Context: an optimization exercise on an open-source flow, tuned for small area, a short achievable clock period and few clock cycles per item. The choices shown serve that exercise and are no tape-out recipe. Where RTL was checked, it was by simulation tests only, not by an equivalence proof against the original. Power figures rest on the tool's default switching activity, not on a simulated workload.

==> 05-09 <==
==> flow/design.v (excerpt) <==
module booth_pp_accumulator
(
    input  logic                            Clk,
    input  logic                            Reset,
    input  logic                            In_Valid,
    output logic                            In_Ready,
    input  logic [booth_acc_pkg::PP_W-1:0]  PP0,
    input  logic [booth_acc_pkg::PP_W-1:0]  PP1,
    input  logic [booth_acc_pkg::PP_W-1:0]  PP2,
    input  logic [booth_acc_pkg::PP_W-1:0]  PP3,
    input  logic [booth_acc_pkg::PP_W-1:0]  PP4,
    input  logic [booth_acc_pkg::PP_W-1:0]  PP5,
    input  logic [booth_acc_pkg::PP_W-1:0]  PP6,
    input  logic [booth_acc_pkg::PP_W-1:0]  PP7,
    input  logic [booth_acc_pkg::PP_W-1:0]  PP8,
    input  logic [booth_acc_pkg::PP_W-1:0]  PP9,
    input  logic [booth_acc_pkg::PP_W-1:0]  PP10,
    input  logic [booth_acc_pkg::PP_W-1:0]  PP11,
    input  logic [booth_acc_pkg::PP_W-1:0]  PP12,
    input  logic [booth_acc_pkg::PP_W-1:0]  PP13,
    input  logic [booth_acc_pkg::PP_W-1:0]  PP14,
    input  logic [booth_acc_pkg::PP_W-1:0]  PP15,
    input  logic [31:0]                     PP16,
    input  logic [15:0]                     Error_Correction,
    output logic                            Out_Valid,
    input  logic                            Out_Ready,
    output logic [booth_acc_pkg::PROD_W-1:0] Product,
    output logic                            Busy
);
clock: 5.0 ns
lec_check: 0
cap_margin: 20
core_margin: 2
core_utilization: 40
cts_buf_list: sky130_fd_sc_hd__clkbuf_4 sky130_fd_sc_hd__clkbuf_8
setup_slack_margin: 0.8
slew_margin: 20
synth_hierarchical: 1
synth_minimum_keep_size: 0
standard.sh (not shown) runs the stock make flow with config.mk's settings and CLKGATE_MAP_FILE= SYNTH_SCRIPT=/design/flow/synth_recipe.tcl, a recipe that flattens the netlist after the stock synthesis.
==> flow/flow/run.sh <==
#!/bin/bash
# Own layout flow: the standard ORFS flow (standard.sh: its synthesis, floorplan,
# placement, CTS and routing), with two changes:
#  - the I/O port buffers that global placement inserts (one per input and output port,
#    as in the standard flow) are sky130_fd_sc_hd__buf_1 instead of the delay-cell buffer
#    buffer_ports picks by default;
#  - before floorplanning, gates that synthesis sized up are put back at their smallest
#    drive strength (flow/pre_floorplan.tcl); repair then sizes up what timing needs.
# Every tool's output goes to the ORFS logs under orfs/logs and to flow_run.log here.
set -euo pipefail
here=$(cd "$(dirname "$0")" && pwd)
export BUFFER_PORTS_ARGS="-buffer_cell sky130_fd_sc_hd__buf_1"
export PRE_FLOORPLAN_TCL="$here/pre_floorplan.tcl"
bash standard.sh finish > flow_run.log 2>&1
==> flow/flow/pre_floorplan.tcl <==
# Before floorplanning: put the one-cell modules' gates that synthesis sized up back at
# their smallest drive strength (same function); later repair sizes up what timing needs.
set db [ord::get_db]
set swaps {
  sky130_fd_sc_hd__maj3_2  sky130_fd_sc_hd__maj3_1
  sky130_fd_sc_hd__a21oi_2 sky130_fd_sc_hd__a21oi_1
}
set n 0
foreach inst [[ord::get_db_block] getInsts] {
  set name [[$inst getMaster] getName]
  if { [dict exists $swaps $name] } {
    $inst swapMaster [$db findMaster [dict get $swaps $name]]
    incr n
  }
}
puts "pre_floorplan: resized $n cells to the smallest drive strength"
==> 04-13 (differences from 05-09) <==
Settings changed: SETUP_SLACK_MARGIN 0.8 to 1.0.
==> run notes <==
item	04-13	05-09
Result of the run	complete, no violations	complete, no violations
Total half-perimeter wirelength after legalization and detailed placement	43200 µm	43400 µm
Amount of wire on met2 after detailed routing	24900 µm	25500 µm
Clock network fraction of design power	3.9%	5.0%
Setup slack of the critical path after layout	1.02 ns	0.951 ns
Routed metal-1 wire length	17300 µm	17500 µm
Final critical-path required period	3.98 ns	4.05 ns
Register share of total power	18.7%	19.0%
Maximum VDD drop	0.315 mV	0.350 mV
Switching Power	5980 µW	5880 µW
Layout cells sized above 1	14.8%	8.86%
CP Depth	8	9
Dpl ws	0.555 ns	0.544 ns
Total Routing Usage GR	20.5%	20.7%
Clock-pin transition on the worst setup and hold timing paths	0.11 ns	0.12 ns
Sequential fraction of total cell area	14.3%	14.5%
Total placed instance area	20000 µm²	19700 µm²
Post-layout instance count excluding filler cells	2448	2455
Worst slew pin tran	0.697 ns	0.685 ns
Number of filler instances in the final layout	3982	3960
Highest clock frequency the design can meet	251 MHz	247 MHz
Final period util	79.6%	81.0%
Multi-input combinational cell area	13700 µm²	13400 µm²
Post-route total power	12500 µW	12300 µW
Vias in the first global route	13000	13100
Testbench counts of 05-09, summed over its fixed seeds: cycles 4,800, items 2,400.
Testbench counts of 04-13, summed over its fixed seeds: cycles 4,800, items 2,400.

---

==> 03-27: inputs <==
Another version of the RTL of booth_pp_accumulator (not shown whole).
Settings: LEC_CHECK=0, CAP_MARGIN=20, CORE_MARGIN=2, CORE_UTILIZATION=40, CTS_BUF_LIST=sky130_fd_sc_hd__clkbuf_4 sky130_fd_sc_hd__clkbuf_8, SETUP_SLACK_MARGIN=1.0, SLEW_MARGIN=20, SYNTH_HIERARCHICAL=1, SYNTH_MINIMUM_KEEP_SIZE=0; clock period 5.0 ns.
Scripts as last shown in full above: flow/flow/run.sh, flow/flow/pre_floorplan.tcl
==> inputs of 02-21, as changes to 03-27 <==
--- a/flow/config.mk
+++ b/flow/config.mk
@@ -9,3 +9,3 @@
 export CORE_MARGIN = 2
-export CORE_UTILIZATION = 40
+export CORE_UTILIZATION = 60
 export CTS_BUF_LIST = sky130_fd_sc_hd__clkbuf_4 sky130_fd_sc_hd__clkbuf_8
==> impl_results.rst <==
.. list-table::
   :header-rows: 1

   * - Metric
     - Value
   * - Non-Clock Buffer Area Fraction
     - 0.118
   * - Count of instances resized after the clock tree is built
     - 4
   * - Met3 layer usage reported by global route
     - 0.0295
   * - Placed instance count
     - 2826
   * - Layout cell share with drive strength beyond 1
     - 0.0799
   * - Finished Layout Cells
     - 2844
   * - CP required
     - 5.15 ns
   * - Final critical-path setup slack
     - 1.07 ns
   * - Outcome
     - no timing/DRC/antenna violations
the above is filed under 03-27

==> impl_results.rst <==
.. list-table::
   :header-rows: 1

   * - Metric
     - Value
   * - Initial Util
     - 0.608
   * - Syn Nets
     - 2624
   * - First error
     - [ERROR PPL-0024] Number of IO pins (663) exceeds maximum number of available positions (644). Increase the die perimeter from 719.16um to 901.68um.
   * - Stop stage
     - I/O pin placement (3_2_place_iop)
   * - Y dimension of the die
     - 180 um
   * - DIE WIDTH
     - 180 um
   * - Mapped Avg Cell Area
     - 10.8 um^2
   * - Area of the mapped netlist
     - 0.0185 mm^2
   * - Total number of placement rows
     - 64
   * - Outcome
     - aborted with a tool error
   * - Post-Syn Instances
     - 1718
   * - Warning count from the yosys run
     - 7
the above is filed under 02-21

No run of this note included a check of the RTL's function; only the layout flow was run.

re-timing with driven ports:
No port has a modelled driver above. Below, the same layouts with a new extraction and two added sets of constraints.
Step 1: set_driving_cell puts a clkbuf_16 on Clk and a buf_2 on each other input, an assumption about the parent block.
Step 2 also shifts input and output timing later by t, the mid clock arrival at the registers, as if the neighbouring blocks saw the same clock.
Slacks: ideal ports / drivers / drivers and shift; pairs: ideal ports / drivers.
run	shift t [ns]	setup WS [ns]	worst data-port slew with drivers (ns)
05-09	0.399	0.951 / 0.954 / 0.555	0.10
04-13	0.404	1.018 / 1.027 / 0.623	0.10
03-27	0.426	1.073 / 1.091 / 0.665	0.14
After both steps every run listed still meets setup and hold. The setup slack of 03-27, which loses most, moves by +0.018 ns with the drivers and by -0.408 ns with both steps.
